What follows belongs to an exercise in optimizing a design on an open flow for small area, a short achievable clock period and few clock cycles; a production flow would make more cautious choices. RTL that was checked went through simulation tests only; none was proved equivalent to the original. Function not checked in runs 1 to 4: the RTL went through the layout flow alone. Power and IR drop assume default switching activity.

==> flow/config.mk <==
export PLATFORM = sky130hd
export DESIGN_NAME = conv_feeder
export DESIGN_NICKNAME = conv_feeder
export VERILOG_FILES = /design/flow/design.v
export SDC_FILE = /design/flow/constraint.sdc
export NUM_CORES = 4
export LEC_CHECK = 0
export CAP_MARGIN = 20
export CORE_MARGIN = 2
export CORE_UTILIZATION = 40
export SLEW_MARGIN = 20
==> flow/constraint.sdc <==
create_clock -name core_clock -period 6.0 [get_ports {clk}]
set_input_delay 1.2000 -clock core_clock [delete_from_list [all_inputs] [get_ports {clk}]]
set_output_delay 1.2000 -clock core_clock [all_outputs]
set_load 0.01 [all_outputs]
==> flow/design.v <==
package buffer_pkg;
	typedef logic [8-1:0] lane_t;
	typedef logic [4*8-1:0] word_t;
	typedef logic [$clog2(4*32)-1:0] buf_addr_t;
endpackage
package window_pkg;
	typedef logic [$clog2(32+1)-1:0] dim_t;
	typedef enum logic {
		STRIDE_1 = 1'b0,
		STRIDE_2 = 1'b1
	} stride_e;
	typedef enum logic [1:0] {
		WR_IDLE  = 2'd0,
		WR_FILL  = 2'd1,
		WR_DRAIN = 2'd2  
	} wr_state_e;
	typedef enum logic [1:0] {
		RD_IDLE = 2'd0,
		RD_WAIT = 2'd1,  
		RD_SCAN = 2'd2
	} rd_state_e;
endpackage
`timescale 1ns/1ps
module conv_feeder (
	input  logic        clk,
	input  logic        rst,
	input  logic        i_start,
	input  logic [5:0]  i_cols,
	input  logic [5:0]  i_rows,
	input  logic        i_stride,
	input  logic        i_valid,
	input  logic [31:0] i_data,
	output logic        o_full,
	output logic        o_valid,
	output logic [31:0] o_lane_data,
	output logic        o_done
);
	logic       busy;
	logic [5:0] g_cols;
	logic [5:0] g_rows;
	logic       g_s2;
	logic [4:0] g_ocm1;  
	logic [4:0] g_orm1;  
	logic acc_all;   
	logic acc_all2;  
	logic        s_v;
	logic [31:0] s_d;
	logic [5:0]  p_row;
	logic [5:0]  p_col;
	logic [4:0]  p_d;  
	logic [4:0] tau;
	logic [4:0] e_d;  
	logic [4:0] e_y;
	logic [4:0] e_x;
	logic [1:0] e_r;  
	logic [1:0] e_c;  
	logic       e_done;
	logic [31:0] bw [3];
	logic [1:0]  b_cnt;
	logic [5:0]  b_col;  
	logic m_wr_en;  
	logic [31:0] ring_a [32];
	logic [31:0] ring_b [32];
	logic idle;
	logic start;
	assign idle = !busy || (e_done && acc_all2);
	assign start = idle && i_start;
	logic [5:0] sx;    
	logic [4:0] d;     
	assign sx = g_s2 ? {e_x, 1'b0} : {1'b0, e_x};
	assign d = e_d;
	logic last_x, last_y;
	assign last_x = (e_x == g_ocm1);
	assign last_y = (e_y == g_orm1);
	logic t_is_b;  
	assign t_is_b = !g_s2 && e_y[0];
	logic fill_done;
	assign fill_done = (p_row[5:1] != 5'd0);
	logic b_eq;
	logic bw_ok;
	assign b_eq = (b_col == sx);
	assign bw_ok = (b_cnt == 2'd3) && b_eq;
	logic emit;
	always_comb begin
		emit = 1'b0;
		if (busy && !e_done) begin
			case (e_r)
				2'd0: emit = fill_done && (d[2:0] == 3'd3);
				2'd1: emit = bw_ok && (d[2:0] == 3'd0);
				default: emit = bw_ok;
			endcase
		end
	end
	logic win_end;
	assign win_end = emit && (e_r == 2'd2) && (e_c == 2'd2);
	logic bw_wr;
	assign bw_wr = emit && (e_r == 2'd1) &&
		(last_x || (e_c == 2'd0) || (g_s2 && (e_c == 2'd1)));
	logic        pix_v;
	logic [31:0] pix_d;
	logic        p_al;
	assign pix_v = s_v || (i_valid && busy && !acc_all);
	assign pix_d = s_v ? s_d : i_data;
	assign p_al = (p_d[2:0] == 3'd0);
	logic [5:0] max_row2;  
	logic [5:0] max_col2;  
	assign max_row2 = {g_orm1, 1'b0} + 6'd2;
	assign max_col2 = {g_ocm1, 1'b0} + 6'd2;
	logic r_fill, r_bot, r_mrow;
	always_comb begin
		r_fill = (p_row < 6'd2);
		r_bot = 1'b0;
		r_mrow = 1'b0;
		if (!r_fill) begin
			if (!g_s2) begin
				r_bot = 1'b1;
			end else if (!p_row[0]) begin
				r_bot = (p_row <= max_row2) && (p_col <= max_col2);
			end else begin
				r_mrow = (p_row < max_row2);
			end
		end
	end
	logic drop_ok;
	assign drop_ok = (b_cnt != 2'd3) || !b_eq;
	logic bw_in;    
	logic in_wr;    
	logic consume;
	always_comb begin
		bw_in = 1'b0;
		in_wr = 1'b0;
		consume = 1'b0;
		if (pix_v) begin
			if (r_fill) begin
				in_wr = p_al;
				consume = p_al;
			end else if (r_bot) begin
				bw_in = drop_ok;
				consume = drop_ok;
			end else if (r_mrow) begin
				in_wr = p_al && (m_wr_en || (p_col < sx));
				consume = in_wr;
			end else begin
				consume = 1'b1;  
			end
		end
	end
	assign o_full = s_v;
	logic accept;
	assign accept = i_valid && !s_v && busy && !acc_all;
	logic p_wrap;
	logic last_acc;
	assign p_wrap = (p_col == g_cols - 6'd1);
	assign last_acc = (p_row == g_rows - 6'd1) && p_wrap;
	logic        wa_en, wb_en;
	logic [1:0]  wa_idx, wb_idx;
	logic [31:0] wa_data, wb_data;
	logic        in_b;
	assign in_b = (p_row != 6'd0);
	always_comb begin
		wa_en = bw_wr && !t_is_b;
		wa_idx = d[4:3];
		wa_data = bw[e_c];
		if (in_wr && !in_b) begin
			wa_en = 1'b1;
			wa_idx = p_d[4:3];
			wa_data = pix_d;
		end
		wb_en = bw_wr && t_is_b;
		wb_idx = d[4:3];
		wb_data = bw[e_c];
		if (in_wr && in_b) begin
			wb_en = 1'b1;
			wb_idx = p_d[4:3];
			wb_data = pix_d;
		end
	end
	logic [31:0] rd;
	always_comb begin
		case (e_r)
			2'd0: rd = t_is_b ? ring_b[{d[4:3], 3'd3}] : ring_a[{d[4:3], 3'd3}];
			2'd1: rd = t_is_b ? ring_a[{d[4:3], 3'd0}] : ring_b[{d[4:3], 3'd0}];
			default: rd = bw[e_c];
		endcase
	end
	always_ff @(posedge clk) begin
		for (int k = 0; k < 32; k++) begin
			if ((k % 8) == 7 && wa_en && wa_idx == 2'(((k + 1) / 8) % 4))
				ring_a[k] <= wa_data;
			else
				ring_a[k] <= ring_a[(k + 1) % 32];
			if ((k % 8) == 7 && wb_en && wb_idx == 2'(((k + 1) / 8) % 4))
				ring_b[k] <= wb_data;
			else
				ring_b[k] <= ring_b[(k + 1) % 32];
		end
	end
	always_ff @(posedge clk) begin
		if (rst) begin
			busy <= 1'b0;
			s_v <= 1'b0;
			e_done <= 1'b0;
			acc_all <= 1'b0;
			acc_all2 <= 1'b0;
			tau <= '0;
			m_wr_en <= 1'b0;
			b_cnt <= '0;
		end else begin
			tau <= tau + 5'd1;
			acc_all2 <= acc_all;
			if (start) begin
				busy <= 1'b1;
				g_cols <= i_cols;
				g_rows <= i_rows;
				g_s2 <= i_stride;
				g_ocm1 <= i_stride ? 5'((i_cols - 6'd3) >> 1) : 5'(i_cols - 6'd3);
				g_orm1 <= i_stride ? 5'((i_rows - 6'd3) >> 1) : 5'(i_rows - 6'd3);
				acc_all <= 1'b0;
				acc_all2 <= 1'b0;
				s_v <= 1'b0;
				p_row <= '0;
				p_col <= '0;
				tau <= 5'd31;
				p_d <= 5'd1;   
				e_d <= 5'd1;
				e_y <= '0;
				e_x <= '0;
				e_r <= '0;
				e_c <= '0;
				e_done <= 1'b0;
				b_cnt <= '0;
				b_col <= '0;
				m_wr_en <= 1'b0;
			end else begin
				if (accept && last_acc)
					acc_all <= 1'b1;
				if (consume) begin
					if (p_wrap) begin
						p_col <= '0;
						p_row <= p_row + 6'd1;
						p_d <= ~tau;
					end
					else begin
						p_col <= p_col + 6'd1;
					end
				end else begin
					p_d <= p_d - 5'd1;
				end
				if (consume)
					s_v <= 1'b0;
				else if (accept)
					s_v <= 1'b1;
				if (emit && last_x && e_r == 2'd1 && e_c == 2'd2)
					m_wr_en <= 1'b1;
				else if (in_wr && r_mrow && p_col == g_cols - 6'd1)
					m_wr_en <= 1'b0;
				if (win_end && last_x) begin
					b_cnt <= '0;
					b_col <= '0;
				end else if (bw_in) begin
					if (b_cnt != 2'd3)
						b_cnt <= b_cnt + 2'd1;
					else
						b_col <= b_col + 6'd1;
				end
				if (!emit)
					e_d <= e_d - 5'd1;
				if (emit) begin
					if (e_c != 2'd2) begin
						e_c <= e_c + 2'd1;
					end else begin
						e_c <= '0;
						if (e_r != 2'd2) begin
							e_r <= e_r + 2'd1;
							e_d <= e_d - 5'd3;
						end else begin
							e_r <= '0;
							if (!last_x) begin
								e_x <= e_x + 5'd1;
								e_d <= g_s2 ? e_d - 5'd1 : e_d - 5'd2;
							end else begin
								e_x <= '0;
								e_d <= ~tau;
								if (last_y)
									e_done <= 1'b1;
								else
									e_y <= e_y + 5'd1;
							end
						end
					end
				end
			end
		end
	end
	always_ff @(posedge clk) begin
		if (!s_v)
			s_d <= i_data;
		if (bw_in) begin
			bw[0] <= bw[1];
			bw[1] <= bw[2];
			bw[2] <= pix_d;
		end
	end
	logic [31:0] out_q;
	logic        out_v;
	logic        out_last;
	logic [7:0]  l1_q;
	logic [7:0]  l2_q [2];
	logic [7:0]  l3_q [3];
	always_ff @(posedge clk) begin
		if (rst) begin
			out_v <= 1'b0;
			out_last <= 1'b0;
		end else begin
			out_v <= emit;
			out_last <= win_end && last_x && last_y;
		end
	end
	always_ff @(posedge clk) begin
		out_q <= rd;
		l1_q <= out_q[15:8];
		l2_q[0] <= out_q[23:16];
		l2_q[1] <= l2_q[0];
		l3_q[0] <= out_q[31:24];
		l3_q[1] <= l3_q[0];
		l3_q[2] <= l3_q[1];
	end
	assign o_valid = out_v;
	assign o_done = out_last;
	assign o_lane_data = {l3_q[2], l2_q[1], l1_q, out_q[7:0]};
endmodule
==> flow/run.sh <==
#!/bin/bash
# synth_recipe.tcl (not shown) runs the flow's synth.tcl, then flattens the netlist and writes it again
# the make line also repeats each setting of config.mk as NAME=value (left out here)
make -C /OpenROAD-flow-scripts/flow DESIGN_CONFIG=/design/flow/config.mk WORK_HOME=/design/flow/orfs CLKGATE_MAP_FILE= SYNTH_SCRIPT=/design/flow/synth_recipe.tcl finish
==> notes.md, run 1 <==
- R2r startpoint: g_s2$_DFFE_PP_
- Count of flip-flops with a built-in enable after synthesis: 161
- Count leader, synth: dfxtp_1
- Max VDD drop: 295 uV
- Post-CTS Setup Inserts: 0
- Period Utilization, post-route: 72.6%
- Synth warn: 6
- Setup TNS: 0 ns
- Layout fillers: 13200
- CTS tree: built
- CTS Hold Bufs: 0
- Synthesis-to-finish area growth: 17.2%
- HP Start: ring_b[26][2]$_DFF_P_
- Grt total ovfl: 0
- Vias per cell: 4.65
- Total Die Area: 158000 sq um
- Worst Setup EP: ring_a[23][0]$_DFF_P_
- Initial antenna violation count: 4
- Critical Path End Type: flop
- Die Wd: 398 microns
- DRT iter0 DRCs: 2237
- Share of post-route cells with drive strength above 1: 16.1%
- Wire per inst: 19.9 microns
- Synth Instances: 4055
- I/O pins: 84
- Crit path launch: g_s2$_DFFE_PP_
- Post-synth cell types: 74
- Initial core utilization: 40.3%
- Inserted Clock Buffers: 212
- Detail Route Antenna Nets: 0
- WHS: 0.285 ns
- Clock Latency Late Sink: 0.83 ns
- Final setup vio count: 0
- Layout Nets: 4331
- CP Launch Type: flop
- Core area: 154000 sq um
- Vias in the first global route: 30500
- Area leader, netlist: dfxtp_1
- FF-to-FF setup slack: 1.65 ns
- Area share of the largest cell type after synthesis: 70.2%
- Asr flop ratio synth: 0%
- First-pass GRT wire length: 192000 microns
- Slew @ Worst Pin: 1.18 ns
- Final min period: 4.35 ns
- Data arrival, critical path: 5.06 ns
- Mux contribution to synthesized area: 9.03%
- Most frequent cells after synthesis: dfxtp_1, nand2_1, edfxtp_1, nor2_1, mux4_2
- DR vias: 30100
- Mapped Area: 62000 sq um
- CP required: 6.70 ns
- Top post-synthesis cells by area: dfxtp_1, edfxtp_1, mux4_2
- Max-slew violations: 0
- Row cnt: 144
- Final Hold Viols: 0
- Synth Flop Type: dfxtp_1
- Post-Synth Simple-Gate Area: 4.74%
- Final RePlAce weighted congestion: 0.785
- Final routed DRC violation total: 0
- Fmax achieved: 230 MHz
- Status: timing/DRC/antenna clean
- Register area share after synthesis: 78.0%
- Routed WL: 129000 microns
- Clock sinks: 2336
- CP Class: reg2reg
- Maximum number of pins on one net before global-route repair: 104
- RSZ-0062 raised after global routing: no
- Pwr dens: 424 nW/um^2
- Yosys reg bits: 2336
- Final Skew: 0.0534 ns
- Post-synthesis compound-gate area fraction: 4.83%
- Post-Synth XOR/XNOR Area: 0.932%
- PostCTS Resize Cnt: 0
- Syn nets: 4148
- Hold Path Class: reg2reg
- Die H: 398 microns
- Quantity of I/O buffers inserted on ports: 83
- Post-DP HPWL: 73900 microns
- Root buf cell: clkbuf_16
- Max clock buf depth: 3
- Main combinational cell family by area after synthesis: multiplexers
- Reg-to-Reg End: ring_a[23][0]$_DFF_P_
- Drt pass-1 iters: 6
- Max_cap viols: 0
- Post-synthesis adder-cell area fraction: 0.887%
- Worst reg-to-reg path cell count: 12
- Tot GR Track Use: 16.3%
- Slew headroom: 21.1%
- Avg Inst Size Synth: 15.3 sq um
- H-tree depth: 4
- P_leak: 28.7 nW
- Clock slew at reported path FFs: 0.07 ns
- Critical-path maximum fanout: 23
==> cell type report <==
class | instances | area (sq um) | area share, %
Multi-Input combinational cell | 1490 | 12800 | 17.7
Tap cell | 2044 | 2560 | 3.52
Sequential cell | 2336 | 48400 | 66.6
Antenna cell | 2 | 5.00 | 0.00688
Inverter | 69 | 259 | 0.356
Clock buffer | 326 | 6610 | 9.09
Timing Repair Buffer | 129 | 1200 | 1.65
Clock inverter | 70 | 843 | 1.16
==> worst min-delay path by stage <==
stage | cells after the start | end | slack (ns)
final | 0 | ring_b[25][2]$_DFF_P_ | 0.28
after CTS | 0 | ring_b[25][2]$_DFF_P_ | 0.29
after global placement | 0 | ring_a[28][5]$_DFF_P_ | 0.31
after detailed placement | 0 | ring_a[21][13]$_DFF_P_ | 0.31
after floorplan | 0 | l1_q[0]$_DFF_P_ | 0.31
after global routing | 0 | ring_b[25][2]$_DFF_P_ | 0.29
==> logic make-up (layout without fill, tap and decap cells) <==
logic type	count (synthesis)	in the layout
AOI/OAI and AO/OA	368	368
xor gates and xnor gates	66	66
adders and majority gates	44	44
buffers and inverters	229	594
DFF	2336	2336
muxes	335	335
other	0	2
and+or+nand+nor	677	677
==> layout by cell type (no fill, tap or decap), types with 16 or more instances in the layout <==
| cell | Yosys | routed |
|---|---|---|
| a211oi_1 | 23 | 23 |
| a21o_1 | 23 | 23 |
| a21oi_1 | 64 | 63 |
| a221o_1 | 42 | 42 |
| a22oi_1 | 65 | 65 |
| buf_4 | 8 | 44 |
| clkbuf_1 | 91 | 42 |
| clkbuf_16 | 0 | 226 |
| clkbuf_8 | 0 | 58 |
| clkdlybuf4s50_1 | 0 | 83 |
| clkinv_2 | 0 | 31 |
| dfxtp_1 | 2175 | 2174 |
| edfxtp_1 | 161 | 161 |
| ha_1 | 44 | 39 |
| inv_1 | 67 | 67 |
| mux2_2 | 18 | 18 |
| mux2_4 | 120 | 120 |
| mux2i_1 | 57 | 57 |
| mux4_2 | 128 | 128 |
| nand2_1 | 369 | 369 |
| nand3_1 | 33 | 33 |
| nor2_1 | 143 | 139 |
| nor3_1 | 40 | 38 |
| o211ai_1 | 16 | 16 |
| o21ai_0 | 27 | 27 |
| o221a_1 | 55 | 55 |
| xnor2_1 | 33 | 33 |
| xor2_1 | 33 | 33 |
==> metal layers <==
| layer | global-route usage (%) | share of wire (%) | vias up |
|---|---|---|---|
| met5 | 0 | 0 | - |
| met4 | 5.79 | 2.8 | 0 |
| met3 | 3.40 | 5.6 | 248 |
| met2 | 25.3 | 45 | 791 |
| met1 | 22.5 | 47 | 14800 |
| li1 | - | - | 14200 |
==> flip-flops by register name (all words and copies together) (netlist names), 8 cells and up <==
register and flops:
l2_q 16, bw 96, out_q 32, ring_a 1024, l3_q 24, s_d 32
ring_b 1024, l1_q 8
==> worst max-delay path, stage by stage (launching register included) <==
cell and delay, ns:
edfxtp_1 0.83, mux2i_1 0.36, ha_1 0.30, a21oi_1 0.14
o21ai_1 0.10, a21oi_2 0.21, a31oi_1 0.12, buf_4 0.21
nor3_2 0.17, buf_4 0.55, mux2i_4 0.36, buf_4 0.48
mux2_1 0.37
==> metrics by stage <==
step	instances	utilization (%)	setup slack (ns)	area, sq um	total power, mW
detailed placement	6068	42.3	1.42	65200	17.3
finish	6466	47.2	1.65	72700	30.8
floorplan	4055	-	0.732	62100	16.9
global route	6465	47.2	1.35	72700	31.9
global placement	6068	42.3	1.44	65200	17.3
CTS	6464	47.2	1.61	72700	31.1
==> report_power, final <==
group	internal (mW)	switching, mW
clock	8.10	5.73
sequential	16.0	0.120
combinational	0.332	0.569
==> run 2, diff against run 1 <==
--- a/flow/config.mk
+++ b/flow/config.mk
@@ -9,3 +9,4 @@
 export CORE_MARGIN = 2
 export CORE_UTILIZATION = 40
+export SETUP_SLACK_MARGIN = 3.0
 export SLEW_MARGIN = 20
==> notes.md, run 2 <==
- Status: timing/DRC/antenna clean (unchanged)
- Period Utilization, post-route: 54.7% (was 72.6%)
- RSZ-0062 raised after global routing: yes (was no)
- Non-filler instance count after layout: 6592 (was 6466)
- Initial core utilization: 40.3% (unchanged)
- Max-slew violations: 0 (unchanged)
- Placed cell count: 6062 (was 6068)
- Post-synth cell types: 74 (unchanged)
- Count leader, synth: dfxtp_1 (unchanged)
- CP Class: reg2reg (unchanged)
- Synthesis-to-finish area growth: 21.4% (was 17.2%)
- Vias per cell: 4.73 (was 4.65)
- Tot GR Track Use: 17.6% (was 16.3%)
- Wire per inst: 21.7 microns (was 19.9 microns)
- Synth warn: 6 (unchanged)
- Final RePlAce weighted congestion: 0.773 (was 0.785)
- Root buf cell: clkbuf_16 (unchanged)
- Data arrival, critical path: 4.01 ns (was 5.06 ns)
- Core area: 154000 sq um (unchanged)
- Synth Instances: 4055 (unchanged)
- Placed instance area: 65300 sq um (was 65200 sq um)
- Area leader, netlist: dfxtp_1 (unchanged)
- Final min period: 3.28 ns (was 4.35 ns)
- CP dominant cell by count: buf_6 (was buf_4)
- Final Skew: 0.0724 ns (was 0.0534 ns)
- Slowest-stage cell, CP: edfxtp_1 (unchanged)
- Final setup vio count: 0 (unchanged)
- Layout Nets: 4460 (was 4331)
- Mapped Area: 62000 sq um (unchanged)
- Maximum number of pins on one net before global-route repair: 94 (was 104)
- CTS Hold Bufs: 0 (unchanged)
- Synth Flop Type: dfxtp_1 (unchanged)
- Pwr dens: 407 nW/um^2 (was 424 nW/um^2)
- Syn nets: 4148 (unchanged)
- H-tree depth: 4 (unchanged)
- Clock slew at reported path FFs: 0.06 ns (was 0.07 ns)
- Register area share after synthesis: 78.0% (unchanged)
- Critical Path End Type: flop (unchanged)
- Slew headroom: 25.7% (was 21.1%)
- Routed WL: 143000 microns (was 129000 microns)
- Inserted Clock Buffers: 212 (unchanged)
- Count of flip-flops with a built-in enable after synthesis: 161 (unchanged)
- Max_cap viols: 0 (unchanged)
- DR vias: 31200 (was 30100)
- Post-DP HPWL: 72300 microns (was 73900 microns)
- Commonest non-fill, non-tap cell in the layout: dfxtp_1 (unchanged)
- I/O pins: 84 (unchanged)
- Quantity of I/O buffers inserted on ports: 83 (unchanged)
- Slew @ Worst Pin: 1.11 ns (was 1.18 ns)
- Top post-synthesis cells by area: dfxtp_1, edfxtp_1, mux4_2 (unchanged)
- Setup TNS: 0 ns (unchanged)
- WHS: 0.272 ns (was 0.285 ns)
- Yosys reg bits: 2336 (unchanged)
- Fmax achieved: 304 MHz (was 230 MHz)
- Avg Inst Size Synth: 15.3 sq um (unchanged)
- Critical-path maximum fanout: 8 (was 23)
- Vias in the first global route: 30700 (was 30500)
- Most frequent cells in the layout: dfxtp_1, nand2_1, clkbuf_16 (unchanged)
- CP Launch Type: flop (unchanged)
- Drt pass-1 iters: 5 (was 6)
- P_leak: 29.9 nW (was 28.7 nW)
- Total Die Area: 158000 sq um (unchanged)
- Detail Route Antenna Nets: 0 (unchanged)
- Clock Latency Late Sink: 0.85 ns (was 0.83 ns)
- Asr flop ratio synth: 0% (unchanged)
- Sequential cell area: 48400 sq um (about the same)
- Hold Path Class: reg2reg (unchanged)
- Grt total ovfl: 0 (unchanged)
- Most frequent cells after synthesis: dfxtp_1, nand2_1, edfxtp_1, nor2_1, mux4_2 (unchanged)
- First-pass GRT wire length: 203000 microns (was 192000 microns)
- Top Registers: ring_a (1024), ring_b (1024), bw (96) (unchanged)
- Share of post-route cells with drive strength above 1: 20.1% (was 16.1%)
- Max clock buf depth: 3 (unchanged)
- Max VDD drop: 287 uV (was 295 uV)
- Area share of the largest cell type after synthesis: 70.2% (unchanged)
- Die Wd: 398 microns (unchanged)
- Row cnt: 144 (unchanged)
- Layout fillers: 12900 (was 13200)
- CTS tree: built (unchanged)
- Clock sinks: 2336 (unchanged)
- Area of the multi-input gates: 13400 sq um (was 12800 sq um)
- Cell Chain, Critical Path: ha_4, nand3_2, xor2_1, ha_1, and3_4, o21ai_2, and2_4, a31oi_4, nor3_4, buf_6, buf_6, mux2i_4, buf_12, buf_16, mux2_4 (was mux2i_1, ha_1, a21oi_1, o21ai_1, a21oi_2, a31oi_1, buf_4, nor3_2, buf_4, mux2i_4, buf_4, mux2_1)
- Final Cell Area: 75300 sq um (was 72700 sq um)
- Final routed DRC violation total: 0 (unchanged)
- Die H: 398 microns (unchanged)
- Worst path max stage delay: 0.45 ns (was 0.83 ns)
- FF-to-FF setup slack: 2.72 ns (was 1.65 ns)
- Final Hold Viols: 0 (unchanged)
- DRT iter0 DRCs: 2122 (was 2237)
- CP required: 6.72 ns (was 6.70 ns)
- Initial antenna violation count: 4 (unchanged)
-- run 2: layout make-up --
cell class                      count  area share, %
Tap cell                         2044           3.40
Clock inverter                     82           1.36
Multi-Input combinational cell   1494           17.8
Inverter                           69          0.349
Sequential cell                  2336           64.2
Antenna cell                        5         0.0166
Clock buffer                      308           8.25
Timing Repair Buffer              254           4.57
-- run 2: kinds of logic after synthesis --
logic type               synth area share (%)
AO/OA/AOI/OAI                            4.83
XOR/XNOR                                0.932
adder cells (fa/ha/maj)                 0.887
buffers and inverters                    1.61
flip-flops                               78.0
multiplexers                             9.03
AND/OR/NAND/NOR                          4.74
-- run 2: timing repair --
item	CTS	global route
setup endpoints to repair	421	423
gates cloned	25	13
buffers inserted	78	19
pin swaps	54	34
resized for setup	172	58
-- run 2: critical path: cells and delay by family (launching register included) --
family | cells | cell delay [ns]
XOR/XNOR | 1 | 0.16
flip-flops | 1 | 0.45
multiplexers | 2 | 0.64
adder cells (fa/ha/maj) | 2 | 0.49
AO/OA/AOI/OAI | 2 | 0.17
AND/OR/NAND/NOR | 4 | 0.68
buffers and inverters | 4 | 0.61
-- run 2: final timing paths --
kind                                            from                endpoint  cells past startpoint
worst min register to register  ring_a[4][1]$_DFF_P_    ring_a[3][1]$_DFF_P_                      0
worst min-delay path            ring_a[4][1]$_DFF_P_    ring_a[3][1]$_DFF_P_                      0
worst max register to register   g_orm1[0]$_DFFE_PP_  ring_a[15][25]$_DFF_P_                     15
worst max-delay path             g_orm1[0]$_DFFE_PP_  ring_a[15][25]$_DFF_P_                     15
-- run 2: where the power goes --
group / switching, mW / internal [mW] / total (mW)
Clock: 5.80 / 7.81 / 13.6
Sequential: 0.119 / 16.0 / 16.1
Combinational: 0.609 / 0.385 / 0.994
-- run 2: stage by stage --
| step | power, mW | worst slack, ns | util (%) |
|---|---|---|---|
| 6_report | 30.7 | 2.72 | 48.9 |
| 5_1_grt | 31.7 | 2.59 | 48.9 |
| 4_1_cts | 30.9 | 2.78 | 48.4 |
| 3_5_place_dp | 17.3 | 1.39 | 42.4 |
| 3_3_place_gp | 17.3 | 1.43 | 42.4 |
| 2_1_floorplan | 17.0 | 0.760 | - |
-- run 2: routing by layer --
| metal | GRT usage, % | wire length, microns | vias to the layer above |
|---|---|---|---|
| met4 | 5.76 | 4120 | 0 |
| li1 | - | - | 14600 |
| met1 | 24.3 | 65400 | 15500 |
| met2 | 27.7 | 64800 | 863 |
| met5 | 0 | 0 | - |
| met3 | 3.59 | 8470 | 244 |
==> run 3, diff against run 2 <==
--- a/flow/design.v
+++ b/flow/design.v
@@ -53,4 +53,8 @@
 	logic [4:0] e_y;
 	logic [4:0] e_x;
+	logic [4:0] x_rem;  
+	logic [4:0] y_rem;  
+	logic       last_x;
+	logic       last_y;
 	logic [1:0] e_r;  
 	logic [1:0] e_c;  
@@ -58,5 +62,5 @@
 	logic [31:0] bw [3];
 	logic [1:0]  b_cnt;
-	logic [5:0]  b_col;  
+	logic [1:0]  b_lag;  
 	logic m_wr_en;  
 	logic [31:0] ring_a [32];
@@ -70,7 +74,4 @@
 	assign sx = g_s2 ? {e_x, 1'b0} : {1'b0, e_x};
 	assign d = e_d;
-	logic last_x, last_y;
-	assign last_x = (e_x == g_ocm1);
-	assign last_y = (e_y == g_orm1);
 	logic t_is_b;  
 	assign t_is_b = !g_s2 && e_y[0];
@@ -79,5 +80,5 @@
 	logic b_eq;
 	logic bw_ok;
-	assign b_eq = (b_col == sx);
+	assign b_eq = (b_lag == 2'd0);
 	assign bw_ok = (b_cnt == 2'd3) && b_eq;
 	logic emit;
@@ -158,22 +159,41 @@
 	logic        in_b;
 	assign in_b = (p_row != 6'd0);
+	logic        wa_src, wb_src;  
 	always_comb begin
 		wa_en = bw_wr && !t_is_b;
 		wa_idx = d[4:3];
-		wa_data = bw[e_c];
+		wa_src = 1'b0;
 		if (in_wr && !in_b) begin
 			wa_en = 1'b1;
 			wa_idx = p_d[4:3];
-			wa_data = pix_d;
+			wa_src = 1'b1;
 		end
 		wb_en = bw_wr && t_is_b;
 		wb_idx = d[4:3];
-		wb_data = bw[e_c];
+		wb_src = 1'b0;
 		if (in_wr && in_b) begin
 			wb_en = 1'b1;
 			wb_idx = p_d[4:3];
-			wb_data = pix_d;
+			wb_src = 1'b1;
 		end
 	end
+	logic [3:0]  qa_sel, qb_sel;
+	logic        qa_src, qb_src;
+	logic [1:0]  q_ec;
+	logic [31:0] q_pix;
+	always_ff @(posedge clk) begin
+		for (int k = 0; k < 4; k++) begin
+			qa_sel[k] <= wa_en && (wa_idx == 2'(k));
+			qb_sel[k] <= wb_en && (wb_idx == 2'(k));
+		end
+		qa_src <= wa_src;
+		qb_src <= wb_src;
+		q_ec <= e_c;
+		q_pix <= pix_d;
+	end
+	logic [31:0] q_bw;
+	assign q_bw = bw[q_ec];
+	assign wa_data = qa_src ? q_pix : q_bw;
+	assign wb_data = qb_src ? q_pix : q_bw;
 	logic [31:0] rd;
 	always_comb begin
@@ -186,9 +206,9 @@
 	always_ff @(posedge clk) begin
 		for (int k = 0; k < 32; k++) begin
-			if ((k % 8) == 7 && wa_en && wa_idx == 2'(((k + 1) / 8) % 4))
+			if ((k % 8) == 6 && qa_sel[((k + 2) / 8) % 4])
 				ring_a[k] <= wa_data;
 			else
 				ring_a[k] <= ring_a[(k + 1) % 32];
-			if ((k % 8) == 7 && wb_en && wb_idx == 2'(((k + 1) / 8) % 4))
+			if ((k % 8) == 6 && qb_sel[((k + 2) / 8) % 4])
 				ring_b[k] <= wb_data;
 			else
@@ -196,4 +216,7 @@
 		end
 	end
+	logic [4:0] n_ocm1, n_orm1;
+	assign n_ocm1 = i_stride ? 5'((i_cols - 6'd3) >> 1) : 5'(i_cols - 6'd3);
+	assign n_orm1 = i_stride ? 5'((i_rows - 6'd3) >> 1) : 5'(i_rows - 6'd3);
 	always_ff @(posedge clk) begin
 		if (rst) begin
@@ -214,6 +237,6 @@
 				g_rows <= i_rows;
 				g_s2 <= i_stride;
-				g_ocm1 <= i_stride ? 5'((i_cols - 6'd3) >> 1) : 5'(i_cols - 6'd3);
-				g_orm1 <= i_stride ? 5'((i_rows - 6'd3) >> 1) : 5'(i_rows - 6'd3);
+				g_ocm1 <= n_ocm1;
+				g_orm1 <= n_orm1;
 				acc_all <= 1'b0;
 				acc_all2 <= 1'b0;
@@ -226,9 +249,13 @@
 				e_y <= '0;
 				e_x <= '0;
+				x_rem <= n_ocm1;
+				y_rem <= n_orm1;
+				last_x <= (n_ocm1 == 5'd0);
+				last_y <= (n_orm1 == 5'd0);
 				e_r <= '0;
 				e_c <= '0;
 				e_done <= 1'b0;
 				b_cnt <= '0;
-				b_col <= '0;
+				b_lag <= '0;
 				m_wr_en <= 1'b0;
 			end else begin
@@ -257,10 +284,12 @@
 				if (win_end && last_x) begin
 					b_cnt <= '0;
-					b_col <= '0;
+					b_lag <= '0;
+				end else if (win_end) begin
+					b_lag <= g_s2 ? 2'd2 : 2'd1;
 				end else if (bw_in) begin
 					if (b_cnt != 2'd3)
 						b_cnt <= b_cnt + 2'd1;
 					else
-						b_col <= b_col + 6'd1;
+						b_lag <= b_lag - 2'd1;
 				end
 				if (!emit)
@@ -278,12 +307,19 @@
 							if (!last_x) begin
 								e_x <= e_x + 5'd1;
+								x_rem <= x_rem - 5'd1;
+								last_x <= (x_rem == 5'd1);
 								e_d <= g_s2 ? e_d - 5'd1 : e_d - 5'd2;
 							end else begin
 								e_x <= '0;
+								x_rem <= g_ocm1;
+								last_x <= (g_ocm1 == 5'd0);
 								e_d <= ~tau;
-								if (last_y)
+								if (last_y) begin
 									e_done <= 1'b1;
-								else
+								end else begin
 									e_y <= e_y + 5'd1;
+									y_rem <= y_rem - 5'd1;
+									last_y <= (y_rem == 5'd1);
+								end
 							end
 						end
==> notes.md, run 3 <==
- Vias in the first global route: 30600 (was 30700)
- Asr flop ratio synth: 0% (unchanged)
- Avg Inst Size Synth: 14.2 sq um (was 15.3 sq um)
- Yosys reg bits: 2352 (was 2336)
- Final RePlAce weighted congestion: 0.776 (was 0.773)
- Mapped Area: 61200 sq um (was 62000 sq um)
- Clk network pwr share: 43.4% (was 44.4%)
- R2r startpoint: g_ocm1[1]$_DFFE_PP_ (was g_orm1[0]$_DFFE_PP_)
- Data arrival, critical path: 3.54 ns (was 4.01 ns)
- Post-synthesis adder-cell area fraction: 1.02% (was 0.887%)
- Post-synthesis compound-gate area fraction: 5.93% (was 4.83%)
- Count leader, synth: dfxtp_1 (unchanged)
- Worst reg-to-reg path cell count: 13 (was 15)
- Root buf cell: clkbuf_16 (unchanged)
- Drt pass-1 iters: 5 (unchanged)
- Synth warn: 6 (unchanged)
- Core area: 152000 sq um (was 154000 sq um)
- Placed cell count: 6256 (was 6062)
- Post-Synth XOR/XNOR Area: 0.759% (was 0.932%)
- Clock Latency Late Sink: 0.85 ns (about the same)
- Detail Route Antenna Nets: 0 (unchanged)
- Top Registers: ring_a (1024), ring_b (1024), bw (96) (unchanged)
- Initial antenna violation count: 6 (was 4)
- Max_cap viols: 0 (unchanged)
- Pwr dens: 426 nW/um^2 (was 407 nW/um^2)
- DR vias: 30700 (was 31200)
- CP Launch Type: flop (unchanged)
- Syn nets: 4400 (was 4148)
- HP Start: ring_a[10][8]$_DFF_P_ (was ring_a[4][1]$_DFF_P_)
- Area leader, netlist: dfxtp_1 (unchanged)
- I/O pins: 84 (unchanged)
- Post-Synth Simple-Gate Area: 5.41% (was 4.74%)
- Clock slew at reported path FFs: 0.07 ns (was 0.06 ns)
- Die H: 395 microns (was 398 microns)
- Final setup vio count: 0 (unchanged)
- DRT iter0 DRCs: 2159 (was 2122)
- H-tree depth: 4 (unchanged)
- Top post-synthesis cells by area: dfxtp_1, edfxtp_1, mux4_2 (unchanged)
- Max-slew violations: 0 (unchanged)
- Tot GR Track Use: 15.9% (was 17.6%)
- Fmax achieved: 337 MHz (was 304 MHz)
- Logic pwr share: 3.2% (about the same)
- Post-synth cell types: 73 (was 74)
- Final Cell Area: 71600 sq um (was 75300 sq um)
- Row cnt: 143 (was 144)
- Sw frac: 21.3% (about the same)
- Hold Path End: ring_a[9][8]$_DFF_P_ (was ring_a[3][1]$_DFF_P_)
- Inserted Clock Buffers: 205 (was 212)
- Share of post-route cells with drive strength above 1: 13.4% (was 20.1%)
- Total Die Area: 156000 sq um (was 158000 sq um)
- CP required: 6.57 ns (was 6.72 ns)
- Period Utilization, post-route: 49.5% (was 54.7%)
- RSZ-0062 raised after global routing: yes (unchanged)
- Count of flip-flops with a built-in enable after synthesis: 165 (was 161)
- Reg-to-Reg End: p_d[3]$_SDFFCE_PP0P_ (was ring_a[15][25]$_DFF_P_)
- Post-DP HPWL: 68500 microns (was 72300 microns)
- Psw: 6.48 mW (was 6.53 mW)
- Final Skew: 0.0778 ns (was 0.0724 ns)
- Critical-path maximum fanout: 6 (was 8)
- Initial core utilization: 40.3% (about the same)
- Slew @ Worst Pin: 1.09 ns (was 1.11 ns)
- Layout fillers: 13000 (was 12900)
- Critical Path End Type: flop (unchanged)
- Synth Flop Type: dfxtp_1 (unchanged)
- Non-filler instance count after layout: 6659 (was 6592)
- Slew headroom: 27.5% (was 25.7%)
- Hold Path Class: reg2reg (unchanged)
- Final core utilization: 47.1% (was 48.9%)
- Final routed DRC violation total: 0 (unchanged)
- Clock sinks: 2352 (was 2336)
- Max VDD drop: 274 uV (was 287 uV)
- Register area share after synthesis: 79.7% (was 78.0%)
- Sequential share of power: 53.4% (was 52.4%)
- Commonest non-fill, non-tap cell in the layout: dfxtp_1 (unchanged)
- Area share of the largest cell type after synthesis: 71.6% (was 70.2%)
- Vias per cell: 4.62 (was 4.73)
- Status: timing/DRC/antenna clean (unchanged)
- Grt total ovfl: 0 (unchanged)
- P_int: 24.0 mW (was 24.2 mW)
- Quantity of I/O buffers inserted on ports: 83 (unchanged)
- P_leak: 27.9 nW (was 29.9 nW)
- Setup TNS: 0 ns (unchanged)
- Die Wd: 395 microns (was 398 microns)
- Wire per inst: 18.7 microns (was 21.7 microns)
- Max clock buf depth: 3 (unchanged)
- Synthesis-to-finish area growth: 17.0% (was 21.4%)
- Main combinational cell family by area after synthesis: compound AO/OA/AOI/OAI gates (was multiplexers)
- Routed WL: 124000 microns (was 143000 microns)
- Min-Delay Path Depth: 0 (unchanged)
- CP Class: reg2reg (unchanged)
- Maximum number of pins on one net before global-route repair: 91 (was 94)
- Final Hold Viols: 0 (unchanged)
- FF-to-FF setup slack: 3.03 ns (was 2.72 ns)
- Mux contribution to synthesized area: 5.73% (was 9.03%)
- Synth Instances: 4301 (was 4055)
- CTS tree: built (unchanged)
- Placed instance area: 64200 sq um (was 65300 sq um)
- Layout Nets: 4555 (was 4460)
- Most frequent cells after synthesis: dfxtp_1, nor2_1, a21oi_1, nand2_1, edfxtp_1 (was dfxtp_1, nand2_1, edfxtp_1, nor2_1, mux4_2)
- Most frequent cells in the layout: dfxtp_1, nor2_1, a21oi_1 (was dfxtp_1, nand2_1, clkbuf_16)
- First-pass GRT wire length: 187000 microns (was 203000 microns)
- Final min period: 2.97 ns (was 3.28 ns)
-- run 3: cell count changes in the layout (fill, tap and decap cells not counted), sizes merged, moves of 20 or more --
cell / delta
a211oi: -21
a21o: -20
a21oi: +331
a221o: -39
a22oi: +34
buf: -116
clkbuf: -21
inv: -21
mux2: -98
mux2i: -43
nand2: -94
nor2: +281
o211ai: +21
o221a: -55
-- run 3: how the worst max path moves through the flow --
stage / depth (start not counted) / from / slack (ns) / endpoint
2_1_floorplan: 9 / g_ocm1[0]$_DFFE_PP_ / 2.90 / bw[0][0]$_DFFE_PP_
3_3_place_gp: 6 / i_valid / 1.94 / bw[2][7]$_DFFE_PP_
3_5_place_dp: 6 / i_valid / 1.89 / bw[2][7]$_DFFE_PP_
4_1_cts: 9 / e_r[0]$_SDFFCE_PN0P_ / 2.88 / x_rem[4]$_DFFE_PP_
5_1_grt: 13 / g_ocm1[1]$_DFFE_PP_ / 2.89 / p_d[4]$_SDFFCE_PP0P_
6_report: 13 / g_ocm1[1]$_DFFE_PP_ / 3.03 / p_d[3]$_SDFFCE_PP0P_
-- run 3: repair_timing --
action                     in CTS  in global routing
buffers inserted               17                  2
gates resized for setup        31                 14
gates cloned                    4                  0
pin swaps                       2                  3
setup endpoints to repair     161                115
hold buffers                    0                  0
-- run 3: worst max-delay path, stage by stage (launching register included) --
cell	delay, ns
edfxtp_1	0.39
ha_2	0.21
nand3_2	0.06
xor2_1	0.15
ha_1	0.28
and3_4	0.16
a211oi_2	0.17
a21oi_2	0.11
o32ai_4	0.26
buf_6	0.15
buf_6	0.09
mux2i_4	0.23
buf_12	0.15
mux2_4	0.30
-- run 3: power groups by stage --
stage	clock network (mW)	registers [mW]	logic, mW
floorplan	0	16.6	0.600
global placement	0	16.6	0.927
detailed placement	0	16.6	0.937
CTS	13.5	16.3	0.975
global route	14.2	16.3	1.06
finish	13.3	16.3	0.971
-- run 3: layout make-up --
type / instances / area (sq um) / share of cell area (%)
Clock inverter: 82 / 1020 / 1.43
Antenna cell: 2 / 5.00 / 0.00699
Clock buffer: 296 / 6020 / 8.41
Sequential cell: 2352 / 48800 / 68.2
Inverter: 43 / 161 / 0.225
Timing Repair Buffer: 130 / 1320 / 1.84
Tap cell: 2030 / 2540 / 3.55
Multi-Input combinational cell: 1724 / 11700 / 16.4
-- run 3: per-layer routing --
metal	global-route usage [%]	share of wire (%)
met5	0	0
met4	5.70	2.8
met3	3.04	5.0
met2	24.7	45
met1	22.2	47
-- run 3: metrics by stage --
step | setup slack (ns) | hold slack, ns | total power [mW]
after global routing | 2.89 | 0.277 | 31.6
after CTS | 2.88 | 0.272 | 30.8
after global placement | 1.94 | 0.310 | 17.6
final | 3.03 | 0.274 | 30.5
after detailed placement | 1.89 | 0.312 | 17.6
after floorplan | 2.90 | 0.310 | 17.2
-- run 3: logic make-up after synthesis --
| group | after synthesis |
|---|---|
| adders and majority gates | 50 |
| DFF | 2352 |
| muxes | 188 |
| buffers and inverters | 228 |
| AOI/OAI and AO/OA | 616 |
| and+or+nand+nor | 814 |
| xor gates and xnor gates | 53 |
==> run 4, diff against run 3 <==
--- a/flow/config.mk
+++ b/flow/config.mk
@@ -9,4 +9,4 @@
 export CORE_MARGIN = 2
 export CORE_UTILIZATION = 40
-export SETUP_SLACK_MARGIN = 3.0
+export SETUP_SLACK_MARGIN = 3.5
 export SLEW_MARGIN = 20
==> notes.md, run 4 <==
- Share of post-route cells with drive strength above 1: 16.4% (was 13.4%)
- Clock Latency Late Sink: 0.82 ns (was 0.85 ns)
- Setup ws final: 3.03 ns (about the same)
- Row cnt: 143 (unchanged)
- Routed WL: 130000 microns (was 124000 microns)
- Critical-path maximum fanout: 6 (unchanged)
- RSZ-0062 raised after global routing: yes (unchanged)
- Count of flip-flops with a built-in enable after synthesis: 165 (unchanged)
- Max clock buf depth: 3 (unchanged)
- WHS: 0.262 ns (was 0.274 ns)
- Pwr dens: 428 nW/um^2 (was 426 nW/um^2)
- Slew @ Worst Pin: 1.06 ns (was 1.09 ns)
- Grt total ovfl: 0 (unchanged)
- Buf/Inv on CP: 1 (was 3)
- Top post-synthesis cells by area: dfxtp_1, edfxtp_1, mux4_2 (unchanged)
- Met1 Use GR: 23.0% (was 22.2%)
- Maximum number of pins on one net before global-route repair: 70 (was 91)
- Post-DP HPWL: 68300 microns (was 68500 microns)
- Final RePlAce weighted congestion: 0.769 (was 0.776)
- Layout Nets: 4630 (was 4555)
- Detail Route Antenna Nets: 0 (unchanged)
- Critical path depth: 11 (was 13)
- Vias in the first global route: 31400 (was 30600)
- Final Skew: 0.0655 ns (was 0.0778 ns)
- CP Class: reg2reg (unchanged)
- Top Registers: ring_a (1024), ring_b (1024), bw (96) (unchanged)
- Final min period: 2.97 ns (about the same)
- Area leader, netlist: dfxtp_1 (unchanged)
- Slowest-stage cell, CP: edfxtp_1 (unchanged)
- Commonest non-fill, non-tap cell in the layout: dfxtp_1 (unchanged)
- Yosys reg bits: 2352 (unchanged)
- CP delay by family, top: compound AO/OA/AOI/OAI gates (unchanged)
- Setup TNS: 0 ns (unchanged)
- CP Launch Type: flop (unchanged)
- Global-route track usage on met3: 3.32% (was 3.04%)
- Data arrival, critical path: 3.46 ns (was 3.54 ns)
- Reg-to-Reg End: p_col[0]$_SDFFCE_PN0P_ (was p_d[3]$_SDFFCE_PP0P_)
- Placed cell count: 6258 (was 6256)
- Tot GR Track Use: 16.5% (was 15.9%)
- Non-filler instance count after layout: 6736 (was 6659)
- Die Wd: 395 microns (unchanged)
- Drt pass-1 iters: 5 (unchanged)
- Final Cell Area: 73100 sq um (was 71600 sq um)
- I/O pins: 84 (unchanged)
- Most frequent cells after synthesis: dfxtp_1, nor2_1, a21oi_1, nand2_1, edfxtp_1 (unchanged)
- Asr flop ratio synth: 0% (unchanged)
- Vias per cell: 4.67 (was 4.62)
- Inserted Clock Buffers: 206 (was 205)
- Critical Path End Type: flop (unchanged)
- Placed instance area: 64200 sq um (about the same)
- Max VDD drop: 345 uV (was 274 uV)
- Quantity of I/O buffers inserted on ports: 83 (unchanged)
- Clock sinks: 2352 (unchanged)
- Syn nets: 4400 (unchanged)
- H-tree depth: 4 (unchanged)
- Worst reg-to-reg path cell count: 11 (was 13)
- Root buf cell: clkbuf_16 (unchanged)
- CTS tree: built (unchanged)
- Busiest layer in global routing: met2 (unchanged)
- CP required: 6.49 ns (was 6.57 ns)
- Final setup vio count: 0 (unchanged)
- Synthesis-to-finish area growth: 19.4% (was 17.0%)
- Status: timing/DRC/antenna clean (unchanged)
- Die H: 395 microns (unchanged)
- Pre-CTS WS: 1.85 ns (was 1.89 ns)
- Worst Setup EP: p_col[0]$_SDFFCE_PN0P_ (was p_d[3]$_SDFFCE_PP0P_)
- Hold Path Class: reg2reg (unchanged)
- Slew headroom: 29.3% (was 27.5%)
- Cell Chain, Critical Path: ha_2, nand3_1, xor2_1, ha_1, and3_1, o21ai_2, a32oi_2, o32ai_4, buf_12, mux2_4, a21oi_4 (was ha_2, nand3_2, xor2_1, ha_1, and3_4, a211oi_2, a21oi_2, o32ai_4, buf_6, buf_6, mux2i_4, buf_12, mux2_4)
- Area share of the largest cell type after synthesis: 71.6% (unchanged)
- Power Total: 31.3 mW (was 30.5 mW)
- Core area: 152000 sq um (unchanged)
- Fmax achieved: 336 MHz (was 337 MHz)
- R2r startpoint: g_orm1[0]$_DFFE_PP_ (was g_ocm1[1]$_DFFE_PP_)
- Initial antenna violation count: 4 (was 6)
- Post-synth cell types: 73 (unchanged)
- Avg Inst Size Synth: 14.2 sq um (unchanged)
- P_leak: 28.7 nW (was 27.9 nW)
- FF-to-FF setup slack: 3.03 ns (about the same)
- Max-slew violations: 0 (unchanged)
- First-pass GRT wire length: 193000 microns (was 187000 microns)
- Final Hold Viols: 0 (unchanged)
- Most frequent cells in the layout: dfxtp_1, nor2_1, a21oi_1 (unchanged)
- Count leader, synth: dfxtp_1 (unchanged)
- DRT iter0 DRCs: 2247 (was 2159)
- Total Die Area: 156000 sq um (unchanged)
- Mapped Area: 61200 sq um (unchanged)
- Met2 Usage GRT: 25.3% (was 24.7%)
- Initial core utilization: 40.3% (unchanged)
- Crit path launch: g_orm1[0]$_DFFE_PP_ (was g_ocm1[1]$_DFFE_PP_)
- Period Utilization, post-route: 49.5% (about the same)
- Max_cap viols: 0 (unchanged)
- Wire per inst: 19.3 microns (was 18.7 microns)
- Synth Instances: 4301 (unchanged)
- Final routed DRC violation total: 0 (unchanged)
- Register area share after synthesis: 79.7% (unchanged)
- Clock slew at reported path FFs: 0.06 ns (was 0.07 ns)
- Worst path max stage delay: 0.38 ns (was 0.39 ns)
- Synth Flop Type: dfxtp_1 (unchanged)
- Layout fillers: 12900 (was 13000)
- DR vias: 31400 (was 30700)
- Final core utilization: 48.1% (was 47.1%)
- Synth warn: 6 (unchanged)
[run 4: power by group]
part           leakage, nW  switching, mW  total (mW)  internal (mW)
Sequential            19.2          0.158        16.3           16.1
Clock                 3.64           5.74        13.9           8.14
Combinational         5.82          0.654        1.10          0.451
[run 4: routing by layer]
layer / wire length (microns) / vias to the layer above
li1: - / 15000
met1: 61500 / 15400
met2: 58300 / 838
met3: 7000 / 205
met4: 3490 / 0
met5: 0 / -
[run 4: cell type report]
| type | count | area, sq um | area share (%) |
|---|---|---|---|
| Multi-Input combinational cell | 1727 | 11900 | 16.2 |
| Tap cell | 2030 | 2540 | 3.48 |
| Clock buffer | 297 | 6160 | 8.43 |
| Inverter | 43 | 161 | 0.221 |
| Clock inverter | 85 | 1250 | 1.72 |
| Sequential cell | 2352 | 48800 | 66.8 |
| Timing Repair Buffer | 201 | 2290 | 3.13 |
| Antenna cell | 1 | 2.50 | 0.00342 |
[run 4: cell families after synthesis]
group           after synthesis  share of synthesized area (%)
flops                      2352                           79.7
xor+xnor                     53                          0.759
buf+inv                     228                           1.49
mux                         188                           5.73
simple gates                814                           5.41
compound gates              616                           5.93
fa+ha+maj                    50                           1.02
[run 4: timing repair]
item / in CTS / in global routing
resized for setup: 227 / 48
hold buffers: 0 / 0
buffers inserted: 57 / 22
pin swaps: 11 / 10
setup endpoints to repair: 238 / 203
cloned: 14 / 2
[run 4: worst min path at each step]
stage / startpoint / to / cells past startpoint
2_1_floorplan: out_q[8]$_DFF_P_ / l1_q[0]$_DFF_P_ / 0
3_5_place_dp: ring_a[20][11]$_DFF_P_ / ring_a[19][11]$_DFF_P_ / 0
6_report: ring_b[17][8]$_DFF_P_ / ring_b[16][8]$_DFF_P_ / 0
4_1_cts: ring_b[17][8]$_DFF_P_ / ring_b[16][8]$_DFF_P_ / 0
5_1_grt: ring_b[17][8]$_DFF_P_ / ring_b[16][8]$_DFF_P_ / 0
3_3_place_gp: ring_a[12][15]$_DFF_P_ / ring_a[11][15]$_DFF_P_ / 0
==> run 5, diff against run 4 <==
--- a/flow/design.v
+++ b/flow/design.v
@@ -37,9 +37,8 @@
 );
 	logic       busy;
-	logic [5:0] g_cols;
-	logic [5:0] g_rows;
+	logic [5:0] g_cm1;  
+	logic [5:0] g_rm1;  
 	logic       g_s2;
 	logic [4:0] g_ocm1;  
-	logic [4:0] g_orm1;  
 	logic acc_all;   
 	logic acc_all2;  
@@ -51,6 +50,5 @@
 	logic [4:0] tau;
 	logic [4:0] e_d;  
-	logic [4:0] e_y;
-	logic [4:0] e_x;
+	logic       e_odd;  
 	logic [4:0] x_rem;  
 	logic [4:0] y_rem;  
@@ -70,12 +68,9 @@
 	assign idle = !busy || (e_done && acc_all2);
 	assign start = idle && i_start;
-	logic [5:0] sx;    
 	logic [4:0] d;     
-	assign sx = g_s2 ? {e_x, 1'b0} : {1'b0, e_x};
 	assign d = e_d;
 	logic t_is_b;  
-	assign t_is_b = !g_s2 && e_y[0];
-	logic fill_done;
-	assign fill_done = (p_row[5:1] != 5'd0);
+	assign t_is_b = !g_s2 && e_odd;
+	logic fill_done;  
 	logic b_eq;
 	logic bw_ok;
@@ -104,21 +99,26 @@
 	assign pix_d = s_v ? s_d : i_data;
 	assign p_al = (p_d[2:0] == 3'd0);
-	logic [5:0] max_row2;  
-	logic [5:0] max_col2;  
-	assign max_row2 = {g_orm1, 1'b0} + 6'd2;
-	assign max_col2 = {g_ocm1, 1'b0} + 6'd2;
+	logic [5:0] g_mrow2;   
+	logic [5:0] g_mcol2;   
+	logic [5:0] g_elim;    
+	logic k_fill, k_bot, k_mrow;
+	logic c_in;    
+	logic c_lt;    
 	logic r_fill, r_bot, r_mrow;
+	assign r_fill = k_fill;
+	assign r_bot = k_bot && c_in;
+	assign r_mrow = k_mrow;
+	logic n_fill, n_bot, n_mrow;
 	always_comb begin
-		r_fill = (p_row < 6'd2);
-		r_bot = 1'b0;
-		r_mrow = 1'b0;
-		if (!r_fill) begin
-			if (!g_s2) begin
-				r_bot = 1'b1;
-			end else if (!p_row[0]) begin
-				r_bot = (p_row <= max_row2) && (p_col <= max_col2);
-			end else begin
-				r_mrow = (p_row < max_row2);
-			end
+		n_fill = (p_row == 6'd0);
+		n_bot = 1'b0;
+		n_mrow = 1'b0;
+		if (!n_fill) begin
+			if (!g_s2)
+				n_bot = 1'b1;
+			else if (p_row[0])
+				n_bot = (p_row < g_mrow2);
+			else
+				n_mrow = (p_row + 6'd1 < g_mrow2);
 		end
 	end
@@ -140,5 +140,5 @@
 				consume = drop_ok;
 			end else if (r_mrow) begin
-				in_wr = p_al && (m_wr_en || (p_col < sx));
+				in_wr = p_al && (m_wr_en || (last_x && c_lt));
 				consume = in_wr;
 			end else begin
@@ -152,6 +152,6 @@
 	logic p_wrap;
 	logic last_acc;
-	assign p_wrap = (p_col == g_cols - 6'd1);
-	assign last_acc = (p_row == g_rows - 6'd1) && p_wrap;
+	assign p_wrap = (p_col == g_cm1);
+	assign last_acc = (p_row == g_rm1) && p_wrap;
 	logic        wa_en, wb_en;
 	logic [1:0]  wa_idx, wb_idx;
@@ -181,5 +181,4 @@
 	logic        qa_src, qb_src;
 	logic [1:0]  q_ec;
-	logic [31:0] q_pix;
 	always_ff @(posedge clk) begin
 		for (int k = 0; k < 4; k++) begin
@@ -190,6 +189,7 @@
 		qb_src <= wb_src;
 		q_ec <= e_c;
-		q_pix <= pix_d;
 	end
+	logic [31:0] q_pix;
+	assign q_pix = s_d;
 	logic [31:0] q_bw;
 	assign q_bw = bw[q_ec];
@@ -234,9 +234,8 @@
 			if (start) begin
 				busy <= 1'b1;
-				g_cols <= i_cols;
-				g_rows <= i_rows;
+				g_cm1 <= i_cols - 6'd1;
+				g_rm1 <= i_rows - 6'd1;
 				g_s2 <= i_stride;
 				g_ocm1 <= n_ocm1;
-				g_orm1 <= n_orm1;
 				acc_all <= 1'b0;
 				acc_all2 <= 1'b0;
@@ -244,9 +243,17 @@
 				p_row <= '0;
 				p_col <= '0;
+				k_fill <= 1'b1;
+				k_bot <= 1'b0;
+				k_mrow <= 1'b0;
+				c_in <= 1'b1;
+				c_lt <= (n_ocm1 != 5'd0);
+				fill_done <= 1'b0;
+				g_mrow2 <= {n_orm1, 1'b0} + 6'd2;
+				g_mcol2 <= {n_ocm1, 1'b0} + 6'd2;
+				g_elim <= {n_ocm1, 1'b0};
 				tau <= 5'd31;
 				p_d <= 5'd1;   
 				e_d <= 5'd1;
-				e_y <= '0;
-				e_x <= '0;
+				e_odd <= 1'b0;
 				x_rem <= n_ocm1;
 				y_rem <= n_orm1;
@@ -267,7 +274,18 @@
 						p_row <= p_row + 6'd1;
 						p_d <= ~tau;
+						k_fill <= n_fill;
+						k_bot <= n_bot;
+						k_mrow <= n_mrow;
+						c_in <= 1'b1;
+						c_lt <= (g_elim != 6'd0);
+						if (p_row == 6'd1)
+							fill_done <= 1'b1;
 					end
 					else begin
 						p_col <= p_col + 6'd1;
+						if (g_s2 && p_col == g_mcol2)
+							c_in <= 1'b0;
+						if (p_col + 6'd1 == g_elim)
+							c_lt <= 1'b0;
 					end
 				end else begin
@@ -280,5 +298,5 @@
 				if (emit && last_x && e_r == 2'd1 && e_c == 2'd2)
 					m_wr_en <= 1'b1;
-				else if (in_wr && r_mrow && p_col == g_cols - 6'd1)
+				else if (in_wr && r_mrow && p_wrap)
 					m_wr_en <= 1'b0;
 				if (win_end && last_x) begin
@@ -306,10 +324,8 @@
 							e_r <= '0;
 							if (!last_x) begin
-								e_x <= e_x + 5'd1;
 								x_rem <= x_rem - 5'd1;
 								last_x <= (x_rem == 5'd1);
 								e_d <= g_s2 ? e_d - 5'd1 : e_d - 5'd2;
 							end else begin
-								e_x <= '0;
 								x_rem <= g_ocm1;
 								last_x <= (g_ocm1 == 5'd0);
@@ -318,5 +334,5 @@
 									e_done <= 1'b1;
 								end else begin
-									e_y <= e_y + 5'd1;
+									e_odd <= !e_odd;
 									y_rem <= y_rem - 5'd1;
 									last_y <= (y_rem == 5'd1);
--- a/flow/config.mk
+++ b/flow/config.mk
@@ -9,4 +9,4 @@
 export CORE_MARGIN = 2
 export CORE_UTILIZATION = 40
-export SETUP_SLACK_MARGIN = 3.5
+export SETUP_SLACK_MARGIN = 4.0
 export SLEW_MARGIN = 20
==> notes.md, run 5 <==
- Status: timing/DRC/antenna clean (unchanged)
- Row cnt: 144 (was 143)
- Clock Latency Late Sink: 0.82 ns (about the same)
- Buf/Inv on CP: 1 (unchanged)
- Setup TNS: 0 ns (unchanged)
- Post-synth cell types: 74 (was 73)
- Post-Synth Simple-Gate Area: 5.59% (was 5.41%)
- Inserted Clock Buffers: 207 (was 206)
- Synth Flop Type: dfxtp_1 (unchanged)
- Core area: 154000 sq um (was 152000 sq um)
- Commonest non-fill, non-tap cell in the layout: dfxtp_1 (unchanged)
- Cell Chain, Critical Path: buf_6 (was ha_2, nand3_1, xor2_1, ha_1, and3_1, o21ai_2, a32oi_2, o32ai_4, buf_12, mux2_4, a21oi_4)
- Count of flip-flops with a built-in enable after synthesis: 171 (was 165)
- Total Die Area: 157000 sq um (was 156000 sq um)
- Hold Path Class: reg2reg (unchanged)
- Synth Instances: 4379 (was 4301)
- Tot GR Track Use: 18.3% (was 16.5%)
- DR vias: 33500 (was 31400)
- Most frequent cells in the layout: dfxtp_1, nor2_1, a21oi_1 (unchanged)
- Clock slew at reported path FFs: 0.07 ns (was 0.06 ns)
- CP Class: reg2out (was reg2reg)
- Syn nets: 4472 (was 4400)
- Max clock buf depth: 3 (unchanged)
- CP Launch Type: flop (unchanged)
- I/O pins: 84 (unchanged)
- Worst path max stage delay: 0.41 ns (was 0.38 ns)
- Fmax achieved: 395 MHz (was 336 MHz)
- Slew headroom: 27.7% (was 29.3%)
- Main combinational cell family by area after synthesis: compound AO/OA/AOI/OAI gates (unchanged)
- CP delay by family, top: flip-flops (was compound AO/OA/AOI/OAI gates)
- Max VDD drop: 313 uV (was 345 uV)
- Area leader, netlist: dfxtp_1 (unchanged)
- Most frequent cells after synthesis: dfxtp_1, nor2_1, a21oi_1, nand2_1, edfxtp_1 (unchanged)
- Top post-synthesis cells by area: dfxtp_1, edfxtp_1, mux4_2 (unchanged)
- Max-slew violations: 0 (unchanged)
- Final setup vio count: 0 (unchanged)
- Final min period: 2.53 ns (was 2.97 ns)
- Quantity of I/O buffers inserted on ports: 83 (unchanged)
- RSZ-0062 raised after global routing: yes (unchanged)
- Pwr dens: 412 nW/um^2 (was 428 nW/um^2)
- H-tree depth: 4 (unchanged)
- Yosys reg bits: 2358 (was 2352)
- CP required: 4.80 ns (was 6.49 ns)
- Detail Route Antenna Nets: 0 (unchanged)
- Slowest-stage cell, CP: dfxtp_4 (was edfxtp_1)
- Grt total ovfl: 0 (unchanged)
- CTS tree: built (unchanged)
- Final routed DRC violation total: 0 (unchanged)
- Post-synthesis compound-gate area fraction: 6.94% (was 5.93%)
- Max_cap viols: 0 (unchanged)
- Routed WL: 151000 microns (was 130000 microns)
- Slew @ Worst Pin: 1.08 ns (was 1.06 ns)
- First-pass GRT wire length: 212000 microns (was 193000 microns)
- Count leader, synth: dfxtp_1 (unchanged)
- Critical-path maximum fanout: 1 (was 6)
- Die Wd: 396 microns (was 395 microns)
- Post-synthesis adder-cell area fraction: 0.894% (was 1.02%)
- DRT iter0 DRCs: 2620 (was 2247)
- Synth warn: 6 (unchanged)
- Vias per cell: 4.81 (was 4.67)
- Final Skew: 0.0322 ns (was 0.0655 ns)
- Final Hold Viols: 0 (unchanged)
- Vias in the first global route: 33000 (was 31400)
- Die H: 396 microns (was 395 microns)
- Initial antenna violation count: 8 (was 4)
- Maximum number of pins on one net before global-route repair: 65 (was 70)
- Avg Inst Size Synth: 14.1 sq um (was 14.2 sq um)
- Post-DP HPWL: 70200 microns (was 68300 microns)
- Critical Path End Type: output pin (was flop)
- Mux contribution to synthesized area: 4.58% (was 5.73%)
- Layout Nets: 4824 (was 4630)
- Mapped Area: 61600 sq um (was 61200 sq um)
- Top Registers: ring_a (1024), ring_b (1024), bw (96) (unchanged)
- Clock sinks: 2358 (was 2352)
- Period Utilization, post-route: 42.2% (was 49.5%)
- WHS: 0.298 ns (was 0.262 ns)
- Synthesis-to-finish area growth: 24.2% (was 19.4%)
- Final RePlAce weighted congestion: 0.770 (was 0.769)
- Data arrival, critical path: 1.33 ns (was 3.46 ns)
- Wire per inst: 21.7 microns (was 19.3 microns)
- Asr flop ratio synth: 0% (unchanged)
- Drt pass-1 iters: 6 (was 5)
- Initial core utilization: 40.1% (was 40.3%)
- Area share of the largest cell type after synthesis: 71.1% (was 71.6%)
- P_leak: 29.8 nW (was 28.7 nW)
- Share of post-route cells with drive strength above 1: 21.4% (was 16.4%)
- Post-Synth XOR/XNOR Area: 0.910% (was 0.759%)
- Root buf cell: clkbuf_16 (unchanged)
- Register area share after synthesis: 79.4% (was 79.7%)
-- run 5: cell count changes after synthesis, moves of 30 or more --
cell      previous run  this run
mux4_2             122        84
o21a_1               2        65
mux2_2              41        71
a221oi_1             1        42
nand2_1            278       324
a21oi_1            395       347
nor2_1             425       362
-- run 5: report_power, final --
| group | switching [mW] | internal [mW] | total [mW] |
|---|---|---|---|
| clock network | 5.81 | 7.81 | 13.6 |
| registers | 0.163 | 16.2 | 16.4 |
| logic | 0.866 | 0.685 | 1.55 |
| total | 6.84 | 24.7 | 31.5 |
-- run 5: final cells by class --
class,count,area (sq um)
clock inverters,74,851
repair buffers,339,4440
well taps,2044,2560
inverters,44,201
fillers,12900,77000
diodes,1,2.50
multi-input cells,1781,13100
flip-flops and latches,2358,49000
clock buffers,313,6360
-- run 5: logic make-up (layout without fill, tap and decap cells) --
logic type	after synthesis	in the layout
AO/OA/AOI/OAI	680	680
XOR/XNOR	64	64
buffers and inverters	247	770
other	0	1
AND/OR/NAND/NOR	818	825
adder cells (fa/ha/maj)	44	44
flip-flops	2358	2358
multiplexers	168	168
-- run 5: metal layers --
layer	global-route usage (%)	up-vias	wire length, microns	share of wire (%)
met5	0	-	55	0.036
li1	-	15600	-	-
met1	26.2	16600	71200	47
met4	5.66	8	4100	2.7
met2	28.0	1008	65900	44
met3	3.29	256	9860	6.5
-- run 5: final timing paths --
check / from / end / slack (ns) / cells after the start
worst max-delay path: out_q[1]$_DFF_P_ / o_lane_data[1] / 3.47 / 1
worst min-delay path: ring_a[28][27]$_DFF_P_ / ring_a[27][27]$_DFF_P_ / 0.30 / 0
worst max register to register: e_d[1]$_SDFFCE_PP0N_ / qa_sel[1]$_DFF_P_ / 3.67 / 10
worst min register to register: ring_a[28][27]$_DFF_P_ / ring_a[27][27]$_DFF_P_ / 0.30 / 0
-- run 5: per-stage QoR --
| stage | std cells | instance area (sq um) | setup slack [ns] | power, mW | utilization (%) |
|---|---|---|---|---|---|
| after global placement | 6334 | 65000 | 2.36 | 17.7 | 42.3 |
| after detailed placement | 6334 | 65000 | 2.36 | 17.7 | 42.3 |
| final | 6954 | 76500 | 3.47 | 31.5 | 49.8 |
| after floorplan | 4379 | 62200 | 0.674 | 17.3 | - |
| after global routing | 6953 | 76500 | 3.40 | 32.5 | 49.8 |
| after CTS | 6890 | 74900 | 3.41 | 31.5 | 48.8 |
-- run 5: repair_timing --
action / in CTS / in global routing
setup endpoints to repair: 561 / 266
cloned: 31 / 22
pin swaps: 46 / 94
gates resized for setup: 363 / 177
setup buffers: 138 / 41
hold buffers: 0 / 0
Testbench counts of run 5, summed over its fixed seeds: cycles 114,913.

==> afterwards: timing with drivers on the ports <==
No port has a modelled driver above. Below, the same layouts with a new extraction and two added sets of constraints.
Step 1, drivers: a clkbuf_16 drives clk and a buf_2 each remaining input, both assumed.
Step 2 also shifts input and output timing later by t, the mid clock arrival at the registers, as if the neighbouring blocks saw the same clock.
Slacks: ideal / step 1 / step 2; pairs: ideal / step 1.
run | t, ns | setup WS [ns] | latest minus earliest clock arrival (ns)
run 1 | 0.881 | 1.647 / 1.647 / 1.433 | 0.055 / 0.055
run 2 | 0.888 | 2.716 / 2.716 / 1.968 | 0.075 / 0.076
run 3 | 0.878 | 3.029 / 3.019 / 2.431 | 0.094 / 0.094
run 4 | 0.873 | 3.027 / 3.027 / 2.294 | 0.082 / 0.081
run 5 | 0.883 | 3.466 / 3.388 / 3.153 | 0.038 / 0.037
After both steps setup and hold are still met in every run listed. For run 2, which loses most, drivers alone change the setup slack by 0.000 ns; drivers and shift together by -0.748 ns.
